This is an optimization exercise on Yosys and OpenROAD, whose aim is small area, a short achievable clock period and few clock cycles per item, not a production implementation. The RTL was checked by simulation tests, not by an equivalence proof against the original design.

==> exp/delta: inputs <==
==> flow/design.v <==
package lsc_pkg;
  localparam int ENTRIES = 32;
  localparam int IDX_W   = 5;
  localparam int KEY_W   = 32;
  localparam int STAMP_W = 32;
  localparam int QDEPTH  = 4;    
  localparam logic OP_ADD   = 1'b0;
  localparam logic OP_CLEAR = 1'b1;
endpackage
module lsc_cell (
  input  logic                         clk,
  input  logic                         we_key,
  input  logic                         we_stamp,
  input  logic [lsc_pkg::KEY_W-1:0]    wr_key,
  input  logic [lsc_pkg::STAMP_W-1:0]  wr_stamp,
  input  logic [lsc_pkg::KEY_W-1:0]    cmp_key,
  input  logic [lsc_pkg::STAMP_W-1:0]  cmp_stamp,
  output logic                         key_eq,      
  output logic                         stamp_lt,    
  output logic                         stamp_le     
);
  logic [lsc_pkg::KEY_W-1:0]   key;
  logic [lsc_pkg::STAMP_W-1:0] stamp;
  always_ff @(posedge clk) begin
    if (we_key) key <= wr_key;
  end
  always_ff @(posedge clk) begin
    if (we_stamp) stamp <= wr_stamp;
  end
  assign key_eq = (cmp_key == key);
  logic [31:0] l0, e0;
  logic [15:0] l1, e1;
  logic [7:0]  l2, e2;
  logic [3:0]  l3, e3;
  logic [1:0]  l4, e4;
  always_comb begin
    for (int i = 0; i < 32; i++) begin
      l0[i] = !cmp_stamp[i] && stamp[i];
      e0[i] = !(cmp_stamp[i] ^ stamp[i]);
    end
    for (int i = 0; i < 16; i++) begin
      l1[i] = l0[2*i+1] || (e0[2*i+1] && l0[2*i]);
      e1[i] = e0[2*i+1] && e0[2*i];
    end
    for (int i = 0; i < 8; i++) begin
      l2[i] = l1[2*i+1] || (e1[2*i+1] && l1[2*i]);
      e2[i] = e1[2*i+1] && e1[2*i];
    end
    for (int i = 0; i < 4; i++) begin
      l3[i] = l2[2*i+1] || (e2[2*i+1] && l2[2*i]);
      e3[i] = e2[2*i+1] && e2[2*i];
    end
    for (int i = 0; i < 2; i++) begin
      l4[i] = l3[2*i+1] || (e3[2*i+1] && l3[2*i]);
      e4[i] = e3[2*i+1] && e3[2*i];
    end
  end
  assign stamp_lt = l4[1] || (e4[1] && l4[0]);
  assign stamp_le = stamp_lt || (e4[1] && e4[0]);
endmodule
module lru_sample_cache_slot_manager (
  input  logic                 clk,
  input  logic                 rst,
  input  logic                 req_valid,
  output logic                 req_ready,
  input  logic                 req_op,
  input  logic [31:0]          req_key,
  input  logic [31:0]          req_now_time,
  output logic                 rsp_valid,
  input  logic                 rsp_ready,
  output logic [4:0]           rsp_slot,
  output logic                 rsp_hit,
  output logic                 rsp_evicted
);
  localparam int N = lsc_pkg::ENTRIES;
  localparam int Q = lsc_pkg::QDEPTH;
  logic        a_v;
  logic        a_op;
  logic [31:0] a_key;
  logic [31:0] a_t;
  logic        req_acc;
  assign req_acc = req_valid && req_ready;
  always_ff @(posedge clk) begin
    if (rst) a_v <= 1'b0;
    else     a_v <= req_acc;
  end
  always_ff @(posedge clk) begin
    if (req_acc) begin
      a_op  <= req_op;
      a_key <= req_key;
      a_t   <= req_now_time;
    end
  end
  logic         b_v;
  logic         b_op;
  logic [31:0]  b_key;
  logic [31:0]  b_t;
  logic [N-1:0] b_eq, b_lt, b_le;
  logic         b_same1, b_tlt1, b_tle1;    
  logic         b_same2, b_tlt2, b_tle2;    
  logic         c_clr;
  logic [N-1:0] c_sel;       
  logic [4:0]   c_idx;       
  logic [31:0]  c_key;
  logic [31:0]  c_t;
  logic [N-1:0] c_lt, c_le;  
  logic [N-1:0] d_sel;       
  logic [N-1:0] valid;
  logic [N-1:0] eq_a, lt_a, le_a;
  for (genvar g = 0; g < N; g++) begin : g_cell
    lsc_cell u_cell (
      .clk       (clk),
      .we_key    (c_sel[g]),
      .we_stamp  (c_sel[g]),
      .wr_key    (c_key),
      .wr_stamp  (c_t),
      .cmp_key   (a_key),
      .cmp_stamp (a_t),
      .key_eq    (eq_a[g]),
      .stamp_lt  (lt_a[g]),
      .stamp_le  (le_a[g])
    );
  end
  always_ff @(posedge clk) begin
    if (rst) b_v <= 1'b0;
    else     b_v <= a_v;
  end
  always_ff @(posedge clk) begin
    b_op    <= a_op;
    b_key   <= a_key;
    b_t     <= a_t;
    b_eq    <= eq_a;
    b_lt    <= lt_a;
    b_le    <= le_a;
    b_same1 <= (a_key == b_key);
    b_tlt1  <= (a_t <  b_t);
    b_tle1  <= (a_t <= b_t);
    b_same2 <= (a_key == c_key);
    b_tlt2  <= (a_t <  c_t);
    b_tle2  <= (a_t <= c_t);
  end
  logic [N-1:0] vld, match, lt, le;
  always_comb begin
    for (int k = 0; k < N; k++) begin
      vld[k]   = !c_clr && (valid[k] || c_sel[k]);
      match[k] = vld[k] && (c_sel[k] ? b_same1 : d_sel[k] ? b_same2 : b_eq[k]);
      lt[k]    = c_sel[k] ? b_tlt1 : d_sel[k] ? b_tlt2 : b_lt[k];
      le[k]    = c_sel[k] ? b_tle1 : d_sel[k] ? b_tle2 : b_le[k];
    end
  end
  wire  [N*N-1:0] older;
  for (genvar i = 0; i < N; i++) begin : g_row
    for (genvar k = 0; k < N; k++) begin : g_col
      if (i < k) begin : g_bit
        logic ob;
        always_ff @(posedge clk) begin
          if (c_sel[i])      ob <= c_le[k];
          else if (c_sel[k]) ob <= !c_lt[i];
        end
        assign older[i*N+k] = ob;
      end else begin : g_none
        assign older[i*N+k] = 1'b0;
      end
    end
  end
  logic [N-1:0] c_beats, oldest;
  logic         c_any;
  assign c_any = |c_sel;
  always_comb begin
    logic [N-1:0] o;
    for (int i = 0; i < N; i++) begin
      c_beats[i] = (5'(i) > c_idx) ? c_le[i] : c_lt[i];
    end
    for (int i = 0; i < N; i++) begin
      o[i] = 1'b1;
      for (int k = 0; k < N; k++) begin
        if (k > i) o[i] = o[i] && (older[i*N+k]  || c_sel[k]);
        if (k < i) o[i] = o[i] && (!older[k*N+i] || c_sel[k]);
      end
      if (c_sel[i]) o[i] = &(c_beats | c_sel);
      else          o[i] = o[i] && !(c_any && c_beats[i]);
    end
    oldest = o;
  end
  logic         found, full, is_add, is_clr;
  logic [N-1:0] fill, sel;
  logic [4:0]   match_idx, oldest_idx, fill_idx, sel_idx;
  assign found  = |match;
  assign full   = vld[N-1];
  assign is_add = b_v && (b_op == lsc_pkg::OP_ADD);
  assign is_clr = b_v && (b_op == lsc_pkg::OP_CLEAR);
  always_comb begin
    for (int k = 0; k < N; k++) begin
      fill[k] = !vld[k] && (k == 0 || vld[k-1]);
    end
  end
  always_comb begin
    logic [4:0] mi, oi, fi;
    mi = '0;
    oi = '0;
    fi = '0;
    for (int k = 0; k < N; k++) begin
      if (match[k])  mi = mi | 5'(k);
      if (oldest[k]) oi = oi | 5'(k);
      if (fill[k])   fi = fi | 5'(k);
    end
    match_idx  = mi;
    oldest_idx = oi;
    fill_idx   = fi;
  end
  always_comb begin
    if (!is_add)    sel = '0;
    else if (found) sel = match;
    else if (full)  sel = oldest;
    else            sel = fill;
  end
  always_comb begin
    if (found)     sel_idx = match_idx;
    else if (full) sel_idx = oldest_idx;
    else           sel_idx = fill_idx;
  end
  logic [6:0] res;
  assign res = is_add ? {sel_idx, found, !found && full} : 7'd0;
  always_ff @(posedge clk) begin
    if (rst) begin
      c_sel <= '0;
      c_clr <= 1'b0;
      d_sel <= '0;
    end else begin
      c_sel <= sel;
      c_clr <= is_clr;
      d_sel <= c_sel;
    end
  end
  always_ff @(posedge clk) begin
    c_idx <= sel_idx;
    c_key <= b_key;
    c_t   <= b_t;
    c_lt  <= lt;
    c_le  <= le;
  end
  always_ff @(posedge clk) begin
    if (rst || c_clr) valid <= '0;
    else              valid <= valid | c_sel;
  end
  logic [Q-1:0] q_v;
  logic [6:0]   q_d [Q];
  logic [Q-1:0] nv;
  logic [6:0]   nd  [Q];
  logic         pop;
  assign pop = q_v[0] && rsp_ready;
  always_comb begin
    logic [Q-1:0] tv;
    logic [6:0]   td [Q];
    for (int i = 0; i < Q; i++) begin
      if (pop) begin
        tv[i] = (i + 1 < Q) ? q_v[(i + 1) % Q] : 1'b0;
        td[i] = q_d[(i + 1) % Q];
      end else begin
        tv[i] = q_v[i];
        td[i] = q_d[i];
      end
    end
    for (int i = 0; i < Q; i++) begin
      nv[i] = tv[i];
      nd[i] = td[i];
      if (b_v && !tv[i] && (i == 0 || tv[(i + Q - 1) % Q])) begin
        nv[i] = 1'b1;
        nd[i] = res;
      end
    end
  end
  always_ff @(posedge clk) begin
    if (rst) q_v <= '0;
    else     q_v <= nv;
  end
  always_ff @(posedge clk) begin
    for (int i = 0; i < Q; i++) q_d[i] <= nd[i];
  end
  assign rsp_valid   = q_v[0];
  assign rsp_slot    = q_d[0][6:2];
  assign rsp_hit     = q_d[0][1];
  assign rsp_evicted = q_d[0][0];
  logic [2:0] inflight, inflight_next;
  logic       ready_r;
  assign inflight_next = inflight + 3'(req_acc) - 3'(pop);
  always_ff @(posedge clk) begin
    if (rst) begin
      inflight <= '0;
      ready_r  <= 1'b1;
    end else begin
      inflight <= inflight_next;
      ready_r  <= (inflight_next < 3'(Q));
    end
  end
  assign req_ready = ready_r;
endmodule
==> flow/run.sh <==
#!/bin/bash
# synth_recipe.tcl (not shown) runs the flow's synth.tcl, then flattens the netlist and writes it again
# the make line also repeats each setting of config.mk as NAME=value (left out here)
make -C /OpenROAD-flow-scripts/flow DESIGN_CONFIG=/design/flow/config.mk WORK_HOME=/design/flow/orfs CLKGATE_MAP_FILE= SYNTH_SCRIPT=/design/flow/synth_recipe.tcl finish
==> flow/config.mk <==
export PLATFORM = sky130hd
export DESIGN_NAME = lru_sample_cache_slot_manager
export DESIGN_NICKNAME = lru_sample_cache_slot_manager
export VERILOG_FILES = /design/flow/design.v
export SDC_FILE = /design/flow/constraint.sdc
export NUM_CORES = 4
export LEC_CHECK = 0
export CAP_MARGIN = 20
export CORE_MARGIN = 2
export CORE_UTILIZATION = 40
export SLEW_MARGIN = 20
==> flow/constraint.sdc <==
create_clock -name core_clock -period 5.0 [get_ports {clk}]
set_input_delay 1.0000 -clock core_clock [delete_from_list [all_inputs] [get_ports {clk}]]
set_output_delay 1.0000 -clock core_clock [all_outputs]
set_load 0.01 [all_outputs]
==> exp/raven: changes against exp/delta <==
--- a/flow/design.v
+++ b/flow/design.v
@@ -3,7 +3,7 @@
   localparam int IDX_W   = 5;
   localparam int KEY_W   = 32;
   localparam int STAMP_W = 32;
-  localparam int QDEPTH  = 4;    
+  localparam int QDEPTH  = 5;    
   localparam logic OP_ADD   = 1'b0;
   localparam logic OP_CLEAR = 1'b1;
 endpackage
@@ -85,32 +85,40 @@
     else     a_v <= req_acc;
   end
   always_ff @(posedge clk) begin
-    if (req_acc) begin
-      a_op  <= req_op;
-      a_key <= req_key;
-      a_t   <= req_now_time;
-    end
+    a_op  <= req_op;
+    a_key <= req_key;
+    a_t   <= req_now_time;
   end
   logic         b_v;
   logic         b_op;
   logic [31:0]  b_key;
   logic [31:0]  b_t;
-  logic [N-1:0] b_eq, b_lt, b_le;
+  logic [N-1:0] b_m;         
+  logic         b_any;
+  logic [4:0]   b_midx;
+  logic [N-1:0] b_lt, b_le;
   logic         b_same1, b_tlt1, b_tle1;    
   logic         b_same2, b_tlt2, b_tle2;    
+  logic         c_v;
+  logic         c_add;
   logic         c_clr;
   logic [N-1:0] c_sel;       
+  logic [N-1:0] c_selb;      
+  logic [N-1:0] c_wkey;      
   logic [4:0]   c_idx;       
+  logic         c_hit;
+  logic         c_ev;
   logic [31:0]  c_key;
   logic [31:0]  c_t;
-  logic [N-1:0] c_lt, c_le;  
+  logic         d_add;       
   logic [N-1:0] d_sel;       
-  logic [N-1:0] valid;
+  logic [4:0]   d_idx;
+  logic [5:0]   used;        
   logic [N-1:0] eq_a, lt_a, le_a;
   for (genvar g = 0; g < N; g++) begin : g_cell
     lsc_cell u_cell (
       .clk       (clk),
-      .we_key    (c_sel[g]),
+      .we_key    (c_wkey[g]),
       .we_stamp  (c_sel[g]),
       .wr_key    (c_key),
       .wr_stamp  (c_t),
@@ -121,6 +129,17 @@
       .stamp_le  (le_a[g])
     );
   end
+  logic [N-1:0] eqv;
+  logic [4:0]   eqv_idx;
+  always_comb begin
+    logic [4:0] ei;
+    ei = '0;
+    for (int k = 0; k < N; k++) begin
+      eqv[k] = eq_a[k] && (6'(k) < used) && !c_sel[k] && !c_clr;
+      if (eqv[k]) ei = ei | 5'(k);
+    end
+    eqv_idx = ei;
+  end
   always_ff @(posedge clk) begin
     if (rst) b_v <= 1'b0;
     else     b_v <= a_v;
@@ -129,7 +148,9 @@
     b_op    <= a_op;
     b_key   <= a_key;
     b_t     <= a_t;
-    b_eq    <= eq_a;
+    b_m     <= eqv;
+    b_any   <= |eqv;
+    b_midx  <= eqv_idx;
     b_lt    <= lt_a;
     b_le    <= le_a;
     b_same1 <= (a_key == b_key);
@@ -139,23 +160,41 @@
     b_tlt2  <= (a_t <  c_t);
     b_tle2  <= (a_t <= c_t);
   end
-  logic [N-1:0] vld, match, lt, le;
+  logic hit1, hit2, hit0, found;
+  assign hit1  = c_add && b_same1;
+  assign hit2  = !c_clr && d_add && b_same2 && !(c_add && c_idx == d_idx);
+  assign hit0  = !c_clr && b_any && !(c_add && c_idx == b_midx);
+  assign found = hit1 || hit2 || hit0;
+  logic [N-1:0] match;
+  logic [4:0]   match_idx;
+  always_comb begin
+    if (hit1) begin
+      match     = c_selb;
+      match_idx = c_idx;
+    end else if (hit2) begin
+      match     = d_sel;
+      match_idx = d_idx;
+    end else begin
+      match     = b_m;
+      match_idx = b_midx;
+    end
+  end
+  logic [N-1:0] lt, le;
   always_comb begin
     for (int k = 0; k < N; k++) begin
-      vld[k]   = !c_clr && (valid[k] || c_sel[k]);
-      match[k] = vld[k] && (c_sel[k] ? b_same1 : d_sel[k] ? b_same2 : b_eq[k]);
-      lt[k]    = c_sel[k] ? b_tlt1 : d_sel[k] ? b_tlt2 : b_lt[k];
-      le[k]    = c_sel[k] ? b_tle1 : d_sel[k] ? b_tle2 : b_le[k];
+      lt[k] = c_selb[k] ? b_tlt1 : d_sel[k] ? b_tlt2 : b_lt[k];
+      le[k] = c_selb[k] ? b_tle1 : d_sel[k] ? b_tle2 : b_le[k];
     end
   end
   wire  [N*N-1:0] older;
+  logic [N-1:0]   sel;
   for (genvar i = 0; i < N; i++) begin : g_row
     for (genvar k = 0; k < N; k++) begin : g_col
       if (i < k) begin : g_bit
         logic ob;
         always_ff @(posedge clk) begin
-          if (c_sel[i])      ob <= c_le[k];
-          else if (c_sel[k]) ob <= !c_lt[i];
+          if (sel[i])      ob <= le[k];
+          else if (sel[k]) ob <= !lt[i];
         end
         assign older[i*N+k] = ob;
       end else begin : g_none
@@ -163,50 +202,36 @@
       end
     end
   end
-  logic [N-1:0] c_beats, oldest;
-  logic         c_any;
-  assign c_any = |c_sel;
+  logic [N-1:0] oldest;
+  logic [4:0]   oldest_idx;
   always_comb begin
     logic [N-1:0] o;
-    for (int i = 0; i < N; i++) begin
-      c_beats[i] = (5'(i) > c_idx) ? c_le[i] : c_lt[i];
-    end
+    logic [4:0]   oi;
     for (int i = 0; i < N; i++) begin
       o[i] = 1'b1;
       for (int k = 0; k < N; k++) begin
-        if (k > i) o[i] = o[i] && (older[i*N+k]  || c_sel[k]);
-        if (k < i) o[i] = o[i] && (!older[k*N+i] || c_sel[k]);
+        if (k > i) o[i] = o[i] &&  older[i*N+k];
+        if (k < i) o[i] = o[i] && !older[k*N+i];
       end
-      if (c_sel[i]) o[i] = &(c_beats | c_sel);
-      else          o[i] = o[i] && !(c_any && c_beats[i]);
     end
-    oldest = o;
-  end
-  logic         found, full, is_add, is_clr;
-  logic [N-1:0] fill, sel;
-  logic [4:0]   match_idx, oldest_idx, fill_idx, sel_idx;
-  assign found  = |match;
-  assign full   = vld[N-1];
-  assign is_add = b_v && (b_op == lsc_pkg::OP_ADD);
-  assign is_clr = b_v && (b_op == lsc_pkg::OP_CLEAR);
-  always_comb begin
-    for (int k = 0; k < N; k++) begin
-      fill[k] = !vld[k] && (k == 0 || vld[k-1]);
+    oi = '0;
+    for (int i = 0; i < N; i++) begin
+      if (o[i]) oi = oi | 5'(i);
     end
+    oldest     = o;
+    oldest_idx = oi;
   end
+  logic         full, is_add, is_clr, do_fill;
+  logic [N-1:0] fill, wkey;
+  logic [4:0]   sel_idx;
+  assign full    = used[5];
+  assign is_add  = b_v && (b_op == lsc_pkg::OP_ADD);
+  assign is_clr  = b_v && (b_op == lsc_pkg::OP_CLEAR);
+  assign do_fill = is_add && !found && !full;
   always_comb begin
-    logic [4:0] mi, oi, fi;
-    mi = '0;
-    oi = '0;
-    fi = '0;
     for (int k = 0; k < N; k++) begin
-      if (match[k])  mi = mi | 5'(k);
-      if (oldest[k]) oi = oi | 5'(k);
-      if (fill[k])   fi = fi | 5'(k);
+      fill[k] = (used[4:0] == 5'(k));
     end
-    match_idx  = mi;
-    oldest_idx = oi;
-    fill_idx   = fi;
   end
   always_comb begin
     if (!is_add)    sel = '0;
@@ -215,34 +240,52 @@
     else            sel = fill;
   end
   always_comb begin
+    if (!is_add || found) wkey = '0;
+    else if (full)        wkey = oldest;
+    else                  wkey = fill;
+  end
+  always_comb begin
     if (found)     sel_idx = match_idx;
     else if (full) sel_idx = oldest_idx;
-    else           sel_idx = fill_idx;
+    else           sel_idx = used[4:0];
+  end
+  always_ff @(posedge clk) begin
+    if (rst || is_clr) used <= '0;
+    else if (do_fill)  used <= used + 6'd1;
   end
-  logic [6:0] res;
-  assign res = is_add ? {sel_idx, found, !found && full} : 7'd0;
   always_ff @(posedge clk) begin
     if (rst) begin
-      c_sel <= '0;
+      c_v   <= 1'b0;
+      c_add <= 1'b0;
       c_clr <= 1'b0;
-      d_sel <= '0;
+      c_sel <= '0;
+      c_wkey <= '0;
+      d_add <= 1'b0;
     end else begin
-      c_sel <= sel;
+      c_v   <= b_v;
+      c_add <= is_add;
       c_clr <= is_clr;
-      d_sel <= c_sel;
+      c_sel <= sel;
+      c_wkey <= wkey;
+      d_add <= c_add;
     end
   end
   always_ff @(posedge clk) begin
-    c_idx <= sel_idx;
+    c_selb <= sel;
+    c_idx <= is_add ? sel_idx : 5'd0;
+    c_hit <= is_add && found;
+    c_ev  <= is_add && !found && full;
     c_key <= b_key;
     c_t   <= b_t;
-    c_lt  <= lt;
-    c_le  <= le;
+    d_idx <= c_idx;
   end
-  always_ff @(posedge clk) begin
-    if (rst || c_clr) valid <= '0;
-    else              valid <= valid | c_sel;
+  always_comb begin
+    for (int k = 0; k < N; k++) begin
+      d_sel[k] = d_add && (d_idx == 5'(k));
+    end
   end
+  logic [6:0] res;
+  assign res = {c_idx, c_hit, c_ev};
   logic [Q-1:0] q_v;
   logic [6:0]   q_d [Q];
   logic [Q-1:0] nv;
@@ -264,7 +307,7 @@
     for (int i = 0; i < Q; i++) begin
       nv[i] = tv[i];
       nd[i] = td[i];
-      if (b_v && !tv[i] && (i == 0 || tv[(i + Q - 1) % Q])) begin
+      if (c_v && !tv[i] && (i == 0 || tv[(i + Q - 1) % Q])) begin
         nv[i] = 1'b1;
         nd[i] = res;
       end
--- a/flow/config.mk
+++ b/flow/config.mk
@@ -5,7 +5,10 @@
 export SDC_FILE = /design/flow/constraint.sdc
 export NUM_CORES = 4
 export LEC_CHECK = 0
+export ABC_CLOCK_PERIOD_IN_PS = 2000
 export CAP_MARGIN = 20
 export CORE_MARGIN = 2
 export CORE_UTILIZATION = 40
+export CTS_BUF_LIST = sky130_fd_sc_hd__clkbuf_4 sky130_fd_sc_hd__clkbuf_8
+export SETUP_SLACK_MARGIN = 1.5
 export SLEW_MARGIN = 20
==> exp/amber: changes against exp/delta <==
--- a/flow/config.mk
+++ b/flow/config.mk
@@ -5,7 +5,9 @@
 export SDC_FILE = /design/flow/constraint.sdc
 export NUM_CORES = 4
 export LEC_CHECK = 0
+export ABC_CLOCK_PERIOD_IN_PS = 2000
 export CAP_MARGIN = 20
 export CORE_MARGIN = 2
 export CORE_UTILIZATION = 40
+export SETUP_SLACK_MARGIN = 2.5
 export SLEW_MARGIN = 20
==> run_results.csv <==
group,metric,value,unit
final_layout,n_fill_cell,30830,
final_layout,nets,13160,
power_and_ir_drop,switching_power,18440,uW
power_and_ir_drop,p_total,65040,uW
placed_design,gp_congestion,1.057,
worst_setup_path,worst-endpoint-required,5.79,ns
worst_setup_path,endpoint,"q_d[3][4]",
clocking,clockRootBuffer,"clkbuf_16",
hold_path,hold_path_end,"c_t[1]",
final_layout,sh_seq_area,49.20,%
floorplanning,dieArea,364500,um^2
outcome,outcome,"complete, no violations",
worst_setup_path,r2r_setup_slack,1.50,ns
The numbers above come from exp/amber.

==> run_results.csv <==
group,metric,value,unit
outcome,outcome,"complete, no violations",
power_and_ir_drop,p_total,63650,uW
floorplanning,dieArea,364500,um^2
final_layout,n_fill_cell,31780,
power_and_ir_drop,switching_power,17930,uW
worst_setup_path,worst-endpoint-required,5.78,ns
worst_setup_path,r2r_setup_slack,0.16,ns
drt,wl_met3,65.72,mm
final_layout,sh_seq_area,53.09,%
placed_design,gp_congestion,1.055,
synthesis,syn_area_per_cell,13.11,um^2
clocking,clockRootBuffer,"clkbuf_16",
worst_setup_path,endpoint,"c_idx[0]",
The numbers above come from exp/delta.

==> run_results.csv <==
group,metric,value,unit
worst_setup_path,worst-endpoint-required,5.99,ns
clocking,clockRootBuffer,"clkbuf_8",
worst_setup_path,endpoint,"b_any",
final_layout,nets,11610,
final_layout,n_fill_cell,30090,
power_and_ir_drop,p_total,53200,uW
placed_design,gp_congestion,0.9609,
outcome,outcome,"complete, no violations",
floorplanning,dieArea,344200,um^2
hold_path,hold_path_end,"a_key[13]",
power_and_ir_drop,switching_power,12950,uW
worst_setup_path,r2r_setup_slack,1.30,ns
The numbers above come from exp/raven.

Testbench counts of exp/delta, summed over its fixed seeds: cycles 4,024, items 4,000.
Testbench counts of exp/raven, summed over its fixed seeds: cycles 4,032, items 4,000.
Testbench counts of exp/amber, summed over its fixed seeds: cycles 4,024, items 4,000.

-- static timing again, ports no longer ideal --
No port has a modelled driver above. Below, the same layouts with a new extraction and two added sets of constraints.
Step 1, drivers: a clkbuf_16 drives clk and a buf_2 each remaining input, both assumed.
Step 2, shift: input delay + t, output delay - t, t = (earliest + latest rising clock arrival at the registers) / 2. This alone moves slack from input paths to output paths.
a / b / c = ideal / step 1 / step 2; a / b = the first two.
| run | t, ns | setup WS [ns] | clock arrival spread, ns |
|---|---|---|---|
| exp/delta | 1.056 | 0.164 / 0.164 / 0.164 | 0.096 / 0.096 |
| exp/raven | 1.218 | 1.303 / 1.303 / 1.303 | 0.121 / 0.121 |
| exp/amber | 1.067 | 1.501 / 1.501 / 1.501 | 0.092 / 0.093 |
After both steps every run listed still meets setup and hold.
